What follows belongs to an exercise in optimizing a design on an open flow for small area; a production flow would make more cautious choices.
Function was checked by simulation only, so behaviour that the tests miss may differ from the original.
Power figures rest on the tool's default switching activity, not on a simulated workload.

==> run a: inputs <==
==> flow/design.v <==
package pipeline_pkg;
    localparam logic [1:0]  RES_ALU   = 2'b00;
    localparam logic [1:0]  RES_LOAD  = 2'b01;
    localparam logic [1:0]  RES_PC4   = 2'b10;
    localparam logic [6:0]  OP_LOAD   = 7'b0000011;
    localparam logic [2:0]  F3_LB     = 3'b000;
    localparam logic [2:0]  F3_LH     = 3'b001;
    localparam logic [2:0]  F3_LW     = 3'b010;
    localparam logic [2:0]  F3_LBU    = 3'b100;
    localparam logic [2:0]  F3_LHU    = 3'b101;
    localparam logic [31:0] NOP_INSTR = 32'h0000_0033;
    function automatic logic is_load(input logic [31:0] instr);
        is_load = (instr[6:0] == OP_LOAD);
    endfunction
endpackage
module load_ext
(
    input  logic [2:0]  funct3,
    input  logic [1:0]  off,
    input  logic [31:0] word,
    output logic [31:0] ext
);
    logic [7:0]  byte_sel;
    logic [15:0] half_sel;
    always_comb begin
        byte_sel = word[{off, 3'b000} +: 8];
        half_sel = off[1] ? word[31:16] : word[15:0];
        unique case (funct3)
            pipeline_pkg::F3_LB:   ext = {{24{byte_sel[7]}}, byte_sel};
            pipeline_pkg::F3_LH:   ext = {{16{half_sel[15]}}, half_sel};
            pipeline_pkg::F3_LBU:  ext = {24'h0, byte_sel};
            pipeline_pkg::F3_LHU:  ext = {16'h0, half_sel};
            default: ext = word;
        endcase
    end
endmodule
module pipeline_wb
#(
    parameter int XLEN  = 32,
    parameter int NREGS = 32
) (
    input  logic            clk,
    input  logic            n_rst,
    input  logic            RegWriteW,
    input  logic [1:0]      ResultSrcW,
    input  logic [XLEN-1:0] ReadDataW,
    input  logic [XLEN-1:0] ALUResultW,
    input  logic [4:0]      RdW,
    input  logic [XLEN-1:0] PC_plus4W,
    input  logic [31:0]     InstrW,
    input  logic [4:0]      Rs1D,
    input  logic [4:0]      Rs2D,
    output logic [XLEN-1:0] RD1D,
    output logic [XLEN-1:0] RD2D,
    output logic [XLEN-1:0] ResultW
    ,
    output logic [63:0]     InstretW
);
    localparam int AW = $clog2(NREGS);
    logic [XLEN-1:0] load_ext_val;
    logic [XLEN-1:0] load_val;
    logic [XLEN-1:0] result;
    logic            wr_en;
    load_ext u_load_ext (
        .funct3 (InstrW[14:12]),
        .off    (ALUResultW[1:0]),
        .word   (ReadDataW),
        .ext    (load_ext_val)
    );
    always_comb begin
        load_val = pipeline_pkg::is_load(InstrW) ? load_ext_val : ReadDataW;
        unique case (ResultSrcW)
            pipeline_pkg::RES_LOAD: result = load_val;
            pipeline_pkg::RES_PC4:  result = PC_plus4W;
            default:  result = ALUResultW;
        endcase
    end
    assign ResultW = result;
    assign wr_en   = RegWriteW && (RdW != '0);
    logic [NREGS-1:0] we;
    always_comb begin
        for (int i = 0; i < NREGS; i++)
            we[i] = wr_en && (RdW[AW-1:0] == i[AW-1:0]);
    end
    logic [NREGS-1:1] valid_q;
    always_ff @(posedge clk or negedge n_rst) begin
        if (!n_rst) valid_q <= '0;
        else        valid_q <= valid_q | we[NREGS-1:1];
    end
    logic [XLEN-1:0] regs_q [1:NREGS-1];
    always_ff @(posedge clk) begin
        for (int i = 1; i < NREGS; i++)
            if (we[i]) regs_q[i] <= result;
    end
    logic             byp1, byp2;
    logic [NREGS-1:1] sel1, sel2;
    always_comb begin
        byp1 = wr_en && (RdW == Rs1D);
        byp2 = wr_en && (RdW == Rs2D);
        for (int i = 1; i < NREGS; i++) begin
            sel1[i] = !byp1 && valid_q[i] && (Rs1D == i[AW-1:0]);
            sel2[i] = !byp2 && valid_q[i] && (Rs2D == i[AW-1:0]);
        end
    end
    always_comb begin
        RD1D = {XLEN{byp1}} & result;
        RD2D = {XLEN{byp2}} & result;
        for (int i = 1; i < NREGS; i++) begin
            RD1D = RD1D | ({XLEN{sel1[i]}} & regs_q[i]);
            RD2D = RD2D | ({XLEN{sel2[i]}} & regs_q[i]);
        end
    end
    logic [63:0] instret_q;
    logic [63:0] instret_d;
    logic        retire;
    logic [63:0] ones_below;
    logic [7:0]  blk_full, blk_en;
    always_comb begin
        retire = (InstrW != pipeline_pkg::NOP_INSTR);
        for (int k = 0; k < 8; k++) begin
            ones_below[8*k] = 1'b1;
            for (int i = 8*k + 1; i < 8*k + 8; i++)
                ones_below[i] = ones_below[i-1] & instret_q[i-1];
            blk_full[k] = ones_below[8*k+7] & instret_q[8*k+7];
        end
        blk_en[0] = retire;
        for (int k = 1; k < 8; k++) blk_en[k] = blk_en[k-1] & blk_full[k-1];
        for (int i = 0; i < 64; i++)
            instret_d[i] = instret_q[i] ^ (blk_en[i/8] & ones_below[i]);
    end
    always_ff @(posedge clk or negedge n_rst) begin
        if (!n_rst) instret_q <= '0;
        else        instret_q <= instret_d;
    end
    assign InstretW = instret_q;
endmodule
==> flow/flow/run.sh <==
#!/bin/bash
# Standard ORFS layout with three changes: an area-oriented ABC script for
# the combinational mapping, 1x buffers on the ports, and a clock tree built
# from clkbuf_16 leaf clusters without dummy loads.
set -euo pipefail
W=$PWD
F=$W/flow
cat > $W/my_synth.tcl <<EOT
proc abc {args} {
  set i [lsearch -exact \$args -script]
  if {\$i >= 0} { lset args [expr {\$i+1}] $F/area.abc }
  yosys abc {*}\$args
}
source $W/synth_recipe.tcl
EOT
bash standard.sh SYNTH_SCRIPT=$W/my_synth.tcl \
  "BUFFER_PORTS_ARGS=-buffer_cell sky130_fd_sc_hd__buf_1" \
  "CTS_ARGS=-sink_clustering_enable -repair_clock_nets -dont_use_dummy_load -sink_buffer_max_cap_derate 1.0 -buf_list sky130_fd_sc_hd__clkbuf_16 -sink_clustering_size 25 -sink_clustering_max_diameter 80" \
  finish > $W/flow_make.log 2>&1
==> flow/flow/area.abc <==
strash; &get -n; &fraig -x; &put; scorr; dc2; dretime; strash; dc2; &get -n; &dch -f; &nf -R 1000 -a; &put
==> flow/standard.sh <==
#!/bin/bash
# synth_recipe.tcl (not shown) runs the flow's synth.tcl, then flattens the netlist and writes it again
# the make line also repeats each setting of config.mk as NAME=value (left out here)
make -C /OpenROAD-flow-scripts/flow DESIGN_CONFIG=/design/flow/config.mk WORK_HOME=/design/flow/orfs CLKGATE_MAP_FILE= SYNTH_SCRIPT=/design/flow/synth_recipe.tcl "${@:-finish}"
==> flow/config.mk <==
export PLATFORM = sky130hd
export DESIGN_NAME = pipeline_wb
export DESIGN_NICKNAME = pipeline_wb
export VERILOG_FILES = /design/flow/design.v
export SDC_FILE = /design/flow/constraint.sdc
export NUM_CORES = 4
export LEC_CHECK = 0
export CAP_MARGIN = 20
export CELL_PAD_IN_SITES_DETAIL_PLACEMENT = 1
export CELL_PAD_IN_SITES_GLOBAL_PLACEMENT = 1
export CORE_MARGIN = 2
export CORE_UTILIZATION = 52
export PLACE_DENSITY = 0.65
export SLEW_MARGIN = 20
==> flow/constraint.sdc <==
create_clock -name core_clock -period 10.0 [get_ports {clk}]
set_input_delay 2.0000 -clock core_clock [delete_from_list [all_inputs] [get_ports {clk}]]
set_output_delay 2.0000 -clock core_clock [all_outputs]
set_load 0.01 [all_outputs]
==> run b (differences from run a) <==
--- a/flow/flow/run.sh
+++ b/flow/flow/run.sh
@@ -17,3 +17,3 @@
   "BUFFER_PORTS_ARGS=-buffer_cell sky130_fd_sc_hd__buf_1" \
-  "CTS_ARGS=-sink_clustering_enable -repair_clock_nets -dont_use_dummy_load -sink_buffer_max_cap_derate 1.0 -buf_list sky130_fd_sc_hd__clkbuf_16 -sink_clustering_size 25 -sink_clustering_max_diameter 80" \
+  "CTS_ARGS=-sink_clustering_enable -repair_clock_nets -dont_use_dummy_load -sink_buffer_max_cap_derate 1.0 -buf_list sky130_fd_sc_hd__clkbuf_16 -sink_clustering_size 28 -sink_clustering_max_diameter 80" \
   finish > $W/flow_make.log 2>&1
==> run c (differences from run a) <==
CAP_MARGIN = 15   (was 20)
SLEW_MARGIN = 15   (was 20)
==> comparison table <==
metric                                                                  run b       run c       run a
Total routed wire length on the met1 layer                           75400 µm    74600 µm    75400 µm
Gr usage total                                                          0.528       0.527       0.527
Max-slew headroom                                                       0.106      0.0982      0.0873
Worst setup margin                                                     716 ps      887 ps      862 ps
Initial DRT Pass Iterations                                                12          15          14
Clock Power                                                           2.31 mW     2.37 mW     2.37 mW
Switching Fraction                                                      0.256       0.254       0.254
Met1 track demand over resource                                         0.673       0.674       0.674
Clock skew after layout                                               30.1 ps     45.4 ps     30.4 ps
Met3 wire len                                                        47300 µm    48500 µm    47500 µm
Number of vias per cell after detailed routing                           8.88        8.95        8.91
Clk latency of the worst-skew pair                                     670 ps      680 ps      660 ps
Post-route standard cell area excluding fillers                     50600 µm²   50600 µm²   50700 µm²
First-pass GRT wire length                                          320000 µm   319000 µm   319000 µm
NumNets Final                                                            3542        3543        3546
Actual slew at the worst max-slew pin                                 1340 ps     1340 ps     1370 ps
CP required                                                          10550 ps    10540 ps    10530 ps
Ratio of cells with drive above 1 in the final layout                   0.102       0.103       0.103
Total leakage power                                                   16.0 nW     16.0 nW     16.0 nW
Via count of the first global-routing pass                              38400       38400       38400
Run status                                           timing/DRC/antenna clean  timing/DRC/antenna clean  timing/DRC/antenna clean
Num CTS Buffers                                                            49          53          53
Initial drt markers                                                     12700       13100       13100
Fraction of the core area covered by cells at the end of the flow       0.595       0.595       0.596
Post-route non-filler standard cell count                                4539        4536        4541
Number of antenna cells inserted                                           13           9          11

re-timing with driven ports:
No port has a modelled driver above. Below, the same layouts with a new extraction and two added sets of constraints.
Step 1 sets driving cells, clkbuf_16 on the clock port and buf_2 on the other inputs (assumed; they add their load-dependent delay and slew).
Step 2 adds t to the input delays and takes it off the output delays; t is the mean of the earliest and latest rising clock arrival at the registers after step 1. Input paths then give back, and output paths get back, about the clock's delay inside the block.
Three values: ideal, step 1, step 2; two values: the first two.
run | shift t [ns] | slack for setup (ns) | hold slack, ns | worst data-port slew with drivers (ns)
run a | 0.730 | 0.862 / 0.904 / 0.174 | 0.503 / 0.503 / 0.503 | 0.05
run b | 0.756 | 0.716 / 0.761 / 0.005 | 0.498 / 0.498 / 0.498 | 0.05
run c | 0.734 | 0.887 / 0.922 / 0.194 | 0.502 / 0.502 / 0.502 | 0.05
After both steps every run listed still meets setup and hold. The setup slack of run b, which loses most, moves by +0.045 ns with the drivers and by -0.711 ns with both steps.
